This is an optimization exercise on Yosys and OpenROAD, whose aim is a short achievable clock period and few clock cycles, not a production implementation.
The RTL of this run was laid out without a check of its function.
Power is estimated from default activity; no workload was simulated.

**design.v**
```verilog
`timescale 1ns/100ps
package cache_pkg;
    localparam int cache_lines   = 8;
    localparam int line_words    = 8;
    localparam int byte_off_bits = 2;
    localparam int word_sel_bits = 3;
    localparam int index_bits    = 3;
    localparam int tag_bits      = 32 - index_bits - word_sel_bits - byte_off_bits;
    typedef logic [31:0]            word_t;
    typedef logic [31:0]            addr_t;
    typedef logic [tag_bits-1:0]    tag_t;
    typedef logic [index_bits-1:0]  index_t;
    typedef logic [word_sel_bits-1:0] word_sel_t;
    typedef struct packed {
        logic  write;
        addr_t addr;
        word_t wdata;
    } bus_req_t;
    typedef struct packed {
        logic      write;
        tag_t      tag;
        index_t    index;
        word_sel_t word;
        word_t     wdata;
        addr_t     addr;
    } cache_req_t;
    typedef enum logic [2:0] {
        idle,
        lookup,
        fill_req,
        fill_wait,
        write_req,
        write_wait,
        respond
    } ctrl_state_t;
endpackage
`timescale 1ns/100ps
`timescale 1ns/100ps
`timescale 1ns/100ps
`timescale 1ns/100ps
module cache_l1 (
    input  logic        clk,
    input  logic        rst_n,
    input  logic        cpu_req,
    input  logic        cpu_write,
    input  logic [31:0] cpu_addr,
    input  logic [31:0] cpu_wdata,
    output logic        cpu_ack,
    output logic [31:0] cpu_rdata,
    output logic        mem_req,
    output logic        mem_write,
    output logic [31:0] mem_addr,
    output logic [31:0] mem_wdata,
    input  logic        mem_ack,
    input  logic [31:0] mem_rdata
);
    logic [31:0]       data_q [0:63];    
    logic [7:0][23:0]  tag_q;
    logic [7:0]        valid;
    logic        idle;      
    logic        fill;      
    logic        wr;        
    logic [2:0]  cnt;       
    logic [2:0]  bw;        
    logic [26:0] h_line;    
    logic [1:0]  h_off;     
    logic        h_write;
    logic [31:0] h_wdata;
    logic        dw_en;     
    logic [5:0]  dw_sel;
    logic [31:0] dw_data;
    logic [2:0]  a_idx;
    logic [5:0]  a_wsel;
    logic [7:0]  line_hit;
    logic        hit;
    logic        accept;
    logic        beat;
    logic        acked;
    logic [31:0] rd_word;
    logic [31:0] rd_keep;
    assign a_idx  = cpu_addr[7:5];
    assign a_wsel = cpu_addr[7:2];
    assign accept = idle && cpu_req;
    assign beat   = mem_req && mem_ack;
    assign acked  = !idle && !fill && !wr;
    always_comb begin
        for (int i = 0; i < 8; i++) begin
            line_hit[i] = valid[i] && (tag_q[i] == cpu_addr[31:8]);
        end
    end
    assign hit = line_hit[a_idx];
    logic [7:0]        wsel_oh, lsel_oh;
    logic [7:0][31:0]  line_word;
    always_comb begin
        for (int j = 0; j < 8; j++) begin
            wsel_oh[j] = (cpu_addr[4:2] == 3'(j));
            lsel_oh[j] = (cpu_addr[7:5] == 3'(j));
        end
        for (int i = 0; i < 8; i++) begin
            line_word[i] = '0;
            for (int j = 0; j < 8; j++) begin
                line_word[i] = line_word[i] | (data_q[i * 8 + j] & {32{wsel_oh[j]}});
            end
        end
        rd_word = '0;
        for (int i = 0; i < 8; i++) begin
            rd_word = rd_word | (line_word[i] & {32{lsel_oh[i]}});
        end
    end
    logic last;      
    logic idle_d, fill_d, wr_d, cpu_ack_d, mem_req_d, dw_en_d;
    assign last = fill && beat && (cnt == 3'd7);
    always_comb begin
        if (idle) begin
            idle_d    = !cpu_req;
            wr_d      = cpu_req && cpu_write;
            fill_d    = cpu_req && !cpu_write && !hit;
            cpu_ack_d = cpu_req && !cpu_write && hit;
            mem_req_d = cpu_req && !mem_ack && (cpu_write || !hit);
            dw_en_d   = cpu_req && cpu_write && hit;
        end else begin
            idle_d    = acked && !cpu_req;
            wr_d      = wr && !beat;
            fill_d    = fill && !last;
            cpu_ack_d = (wr && beat) || last || (acked && cpu_req);
            mem_req_d = (wr || fill) && !mem_ack;
            dw_en_d   = fill && beat;
        end
    end
    always_ff @(posedge clk or negedge rst_n) begin
        if (!rst_n) begin
            idle    <= 1'b1;
            fill    <= 1'b0;
            wr      <= 1'b0;
            cpu_ack <= 1'b0;
            mem_req <= 1'b0;
            dw_en   <= 1'b0;
            valid   <= '0;
        end else begin
            idle    <= idle_d;
            fill    <= fill_d;
            wr      <= wr_d;
            cpu_ack <= cpu_ack_d;
            mem_req <= mem_req_d;
            dw_en   <= dw_en_d;
            for (int i = 0; i < 8; i++) begin
                if (last && h_line[2:0] == 3'(i)) begin
                    valid[i] <= 1'b1;
                end
            end
        end
    end
    always_ff @(posedge clk) begin
        if (accept) begin
            h_line  <= cpu_addr[31:5];
            h_off   <= cpu_write ? cpu_addr[1:0] : 2'b00;
            h_write <= cpu_write;
            h_wdata <= cpu_wdata;
            bw      <= cpu_addr[4:2];
            cnt     <= 3'd0;
        end else if (fill && beat) begin
            bw  <= bw + 3'd1;
            cnt <= cnt + 3'd1;
        end
        if (idle) begin
            mem_addr  <= {cpu_addr[31:2], cpu_write ? cpu_addr[1:0] : 2'b00};
            mem_write <= cpu_write;
            mem_wdata <= cpu_wdata;
        end else begin
            mem_addr  <= {h_line, (fill && beat) ? bw + 3'd1 : bw, h_off};
            mem_write <= h_write;
            mem_wdata <= h_wdata;
        end
        if (!wr && !acked) begin
            rd_keep <= rd_word;
        end
        cpu_rdata <= (idle || fill) ? rd_word : rd_keep;
        for (int i = 0; i < 8; i++) begin
            if (fill && beat && cnt == 3'd7 && h_line[2:0] == 3'(i)) begin
                tag_q[i] <= h_line[26:3];
            end
        end
        dw_sel  <= idle ? a_wsel : {h_line[2:0], bw};
        dw_data <= idle ? cpu_wdata : mem_rdata;
        if (dw_en) begin
            data_q[dw_sel] <= dw_data;
        end
    end
endmodule
```
**flow/run.sh**
```bash
#!/bin/bash
# Standard layout, except that:
# - the port buffers are plain buffers, and the resizer may pick any cell of
#   the right function (not only the same footprint), so that the port
#   buffers can be sized for speed;
# - the clock tree uses larger sink clusters (fewer, shorter buffer stages);
# - synthesis does not use the slow 4-input mux cells (added to the
#   platform's own don't-use list).
set -o pipefail
cfg="DESIGN_CONFIG=$PWD/config.mk WORK_HOME=$PWD/orfs_print"
dont_use=$(make -s -C "$FLOW_HOME" $cfg print-DONT_USE_CELLS 2>print_dont_use.log | sed -n 's/^DONT_USE_CELLS: //p')
rm -rf orfs_print
echo "DONT_USE_CELLS from the platform: $dont_use" > dont_use.log
bash standard.sh MATCH_CELL_FOOTPRINT=0 \
  "BUFFER_PORTS_ARGS=-buffer_cell sky130_fd_sc_hd__buf_4" \
  "CTS_ARGS=-sink_clustering_enable -repair_clock_nets -sink_clustering_size 30 -sink_clustering_max_diameter 100" \
  "DONT_USE_CELLS=$dont_use sky130_fd_sc_hd__mux4_1 sky130_fd_sc_hd__mux4_2 sky130_fd_sc_hd__mux4_4" \
  finish > standard.log 2>&1
```
**standard.sh**
```bash
#!/bin/bash
# synth_recipe.tcl (not shown) runs the flow's synth.tcl, then flattens the netlist and writes it again
# the make line also repeats each setting of config.mk as NAME=value (left out here)
make -C /OpenROAD-flow-scripts/flow DESIGN_CONFIG=/design/flow/config.mk WORK_HOME=/design/flow/orfs CLKGATE_MAP_FILE= SYNTH_SCRIPT=/design/flow/synth_recipe.tcl "${@:-finish}"
```
**config.mk**
```make
export PLATFORM = sky130hd
export DESIGN_NAME = cache_l1
export DESIGN_NICKNAME = cache_l1
export VERILOG_FILES = /design/flow/design.v
export SDC_FILE = /design/flow/constraint.sdc
export NUM_CORES = 4
export LEC_CHECK = 0
export ABC_CLOCK_PERIOD_IN_PS = 2000
export CAP_MARGIN = 20
export CORE_MARGIN = 2
export CORE_UTILIZATION = 50
export SETUP_SLACK_MARGIN = 2.8
export SLEW_MARGIN = 20
```
**constraint.sdc**
```tcl
create_clock -name core_clock -period 5.0 [get_ports {clk}]
set_input_delay 1.0000 -clock core_clock [delete_from_list [all_inputs] [get_ports {clk}]]
set_output_delay 1.0000 -clock core_clock [all_outputs]
set_load 0.01 [all_outputs]
```
==> flow_summary.json <==
{
  "initial_core_util_pct": 50.27,
  "die_h_um": 427.5,
  "grt_util_all_layers_pct": 34.91,
  "drive_gt1_share_pct": 32.31,
  "ff2ff_path_depth": 2,
  "cpMostUsedCell": "buf_12",
  "routabilityCongestion": 0.8097,
  "final-setup-viol-count": 0,
  "slowest_delay_ns": 0.45,
  "cp_top_family": "buffers and inverters",
  "finalCritPeriodShare_pct": 52.89,
  "peakVddDrop_uv": 308.8,
  "ys_warn_count": 1,
  "clk_pin_slew_worst_paths_ns": 0.12,
  "skew_ns": 0.04653,
  "synth_cell_types": 49,
  "max_freq_mhz": 378.1,
  "antenna_found_initial": 12,
  "synth-edff-count": 2334,
  "syn_area_mm2": 0.08969,
  "min_path_type": "input pin to async pin",
  "p_leak_nw": 34.01,
  "rows": 155,
  "cp.required_ns": 5.70,
  "cts_tree": "built",
  "drt.antenna.violating_nets": 0,
  "power_density_mw_per_mm2": 343.1,
  "avgSynthCellArea_um2": 18.26,
  "end_kind": "flop",
  "fin_nets": 5705,
  "clock_tree.root_cell": "clkbuf_16",
  "maxCapViolations": 0,
  "clk_path_buf_depth": 3,
  "routedWlPerCell_um": 40.73,
  "clock-sinks": 2486,
  "crit_type": "input pin to flop",
  "r2r-end": "cpu_rdata[22]",
  "rr_startpoint": "idle",
  "die_x_um": 427.5,
  "cts_buffers": 94,
  "drc_errors": 0,
  "status": "timing/DRC/antenna clean",
  "coreArea_mm2": 0.1784,
  "io_pins": 200,
  "syn_inst": 4912,
  "grt_pass1_wl_um": 435300,
  "r2r_setup_slack_ns": 2.72,
  "ys_seq_elements": 2486,
  "cp.buffers_inverters": 7,
  "syn_to_final_growth_pct": 22.14,
  "final_util_pct": 61.40,
  "slew_violations": 0,
  "grt_max_degree": 100,
  "vias_per_cell": 6.913,
  "synth-main-ff-cell": "edfxtp_1",
  "post_dp_cell_area_mm2": 0.09631,
  "port_buffers": 199,
  "dr.pass1.iters": 9,
  "finalCriticalPeriod_ns": 2.645,
  "startpoint_type": "input pin",
  "async_reset_ff_share_pct": 0.5632,
  "worstPathCellList": "buf_16 -> buf_12 -> buf_8 -> nor3b_4 -> buf_12 -> buf_8 -> buf_12 -> clkbuf_16 -> a22oi_1 -> a41oi_2 -> nor4_4 -> nand3_1 -> mux2_4",
  "post-dp-hpwl_um": 161800,
  "hold_viol_final": 0,
  "syn-num-nets": 5016,
  "overflow": 0,
  "dieArea_mm2": 0.1828,
  "grt_pass1_vias": 51470,
  "fin_tns_setup_ns": 0,
  "maxSlewHeadroom_pct": 15.96,
  "critPathArrivalTime_ns": 3.34,
  "layout_common_cells": "edfxtp_1, a22oi_1, buf_4",
  "rsz0062_at_grt": "true",
  "clkLatencyLatePin_ns": 0.79,
  "via_count": 55550,
  "cp_max_fo": 5,
  "postLayoutCellArea_mm2": 0.1096,
  "ys_seq_area_share_pct": 81.61,
  "tightest_slew_ns": 1.258,
  "cts_htree_levels": 3,
  "drt-total-wl_um": 327300,
  "drtIter0Drc": 8953,
  "final_common_cell": "edfxtp_1",
  "critPathSlowestCell": "nor4_4"
}
## final cells by class
| cell class | count | area, um^2 |
|---|---|---|
| Sequential cell | 2486 | 73480 |
| Fill cell | 12640 | 68870 |
| Multi-Input combinational cell | 2062 | 18960 |
| Timing Repair Buffer | 889 | 11080 |
| Tap cell | 2355 | 2947 |
| Clock buffer | 164 | 2700 |
| Inverter | 67 | 255.2 |
| Clock inverter | 8 | 110.1 |
| Antenna cell | 4 | 10.01 |
| Timing Repair inverter | 1 | 7.507 |
## worst max-delay path by stage
stage | cells after the start | startpoint | endpoint | slack (ns)
after global placement | 8 | cpu_addr[5] | cpu_rdata[26] | 1.12
final | 13 | cpu_addr[4] | cpu_rdata[26] | 2.36
after detailed placement | 9 | cpu_addr[2] | cpu_rdata[31] | 1.09
after global routing | 15 | cpu_addr[4] | cpu_rdata[31] | 2.36
after floorplan | 4 | dw_sel[1] | data_q[26][0] | 2.24
after CTS | 13 | cpu_addr[2] | cpu_rdata[26] | 2.45
## where the power goes
group          leakage, nW  internal [mW]  total, mW  switching (mW)
Combinational         10.2           1.31       3.14            1.83
Clock                 1.33           3.78       10.0            6.22
Sequential            22.5           23.6       24.4           0.852
## sequential cells by signal, indices dropped and copies added, names as in the netlist, 8 cells and up
register and count:
data_q 2048, tag_q 192, cpu_rdata 32, dw_data 32, h_wdata 32, mem_addr 32
mem_wdata 32, rd_keep 32, h_line 27, valid 8
## repair_timing
item,in CTS,in global routing
gates cloned,83,12
pin swaps,237,144
hold buffers,0,0
gates resized for setup,819,242
setup buffers,304,96
setup endpoints to repair,2543,486
## layer usage
layer,wire [um],track usage [%],vias to the layer above
li1,-,-,21600
met1,118800,48.56,28810
met2,145900,52.66,4315
met3,44480,8.596,819
met4,18060,15.34,14
met5,107,0,-
## through the flow
| step | setup slack (ns) | total power [mW] | instances | hold WS (ns) |
|---|---|---|---|---|
| global route | 2.356 | 38.43 | 8032 | 0.06958 |
| CTS | 2.454 | 37.35 | 7921 | 0.03514 |
| global placement | 1.124 | 26.95 | 7360 | 0.4434 |
| floorplan | 2.239 | 25.59 | 4912 | 0.4304 |
| detailed placement | 1.093 | 27.01 | 7362 | 0.4537 |
| finish | 2.355 | 37.58 | 8036 | 0.06420 |
## Yosys cell counts (6+ instances only)
library cell / number / share of area (%)
a21oi_1: 84 / 0.47
a221oi_1: 50 / 0.49
a22o_1: 56 / 0.55
a22oi_1: 914 / 7.7
a31oi_1: 45 / 0.31
a41oi_1: 144 / 1.4
buf_1: 36 / 0.15
buf_2: 89 / 0.50
buf_4: 10 / 0.084
buf_6: 11 / 0.14
clkbuf_1: 168 / 0.70
dfrtp_1: 13 / 0.36
dfxtp_1: 138 / 3.1
edfxtp_1: 2334 / 78
inv_1: 67 / 0.28
mux2_2: 59 / 0.74
nand2_1: 58 / 0.24
nand2b_1: 6 / 0.042
nand3_1: 51 / 0.28
nand4_1: 100 / 0.70
nor2_1: 93 / 0.39
nor3_1: 16 / 0.089
nor4_1: 43 / 0.30
o21ai_0: 65 / 0.36
or2_2: 11 / 0.077
xnor2_1: 137 / 1.3
xor2_1: 58 / 0.57
## cell families (layout without fill, tap and decap cells)
logic type / count (synthesis) / in the layout / synth area share (%)
flip-flops: 2486 / 2486 / 81.61
AO/OA/AOI/OAI: 1373 / 1373 / 11.40
AND/OR/NAND/NOR: 412 / 429 / 2.413
buffers and inverters: 381 / 1129 / 1.853
XOR/XNOR: 195 / 195 / 1.904
multiplexers: 62 / 62 / 0.7742
adder cells (fa/ha/maj): 3 / 3 / 0.04185
other: 0 / 4 / 0

## afterwards: timing with drivers on the ports
How much do the figures lean on ideal ports? The routed layout below was timed once more, with nothing changed but the port constraints.
Step 1 (the two cells are an assumption about what drives the block):
set clk [get_ports {clk}]
set_driving_cell -lib_cell sky130_fd_sc_hd__clkbuf_16 $clk
set_driving_cell -lib_cell sky130_fd_sc_hd__buf_2 [delete_from_list [all_inputs] $clk]
Step 2 moves the port delays by t, midway between the first and last clock arrival at a register: inputs arrive t later, outputs are due t later. That takes back most of the time a late clock gives input paths.
a / b / c = ideal / step 1 / step 2; a / b = the first two.
t (ns): 0.867
setup slack, ns: 2.355 / 2.353 / 1.485
hold slack, ns: 0.064 / -0.002 / 0.473
pins driven straight from the clock port: 1
After both steps setup and hold are still met in this run. The setup slack of this run moves by -0.002 ns with the drivers and by -0.870 ns with both steps.
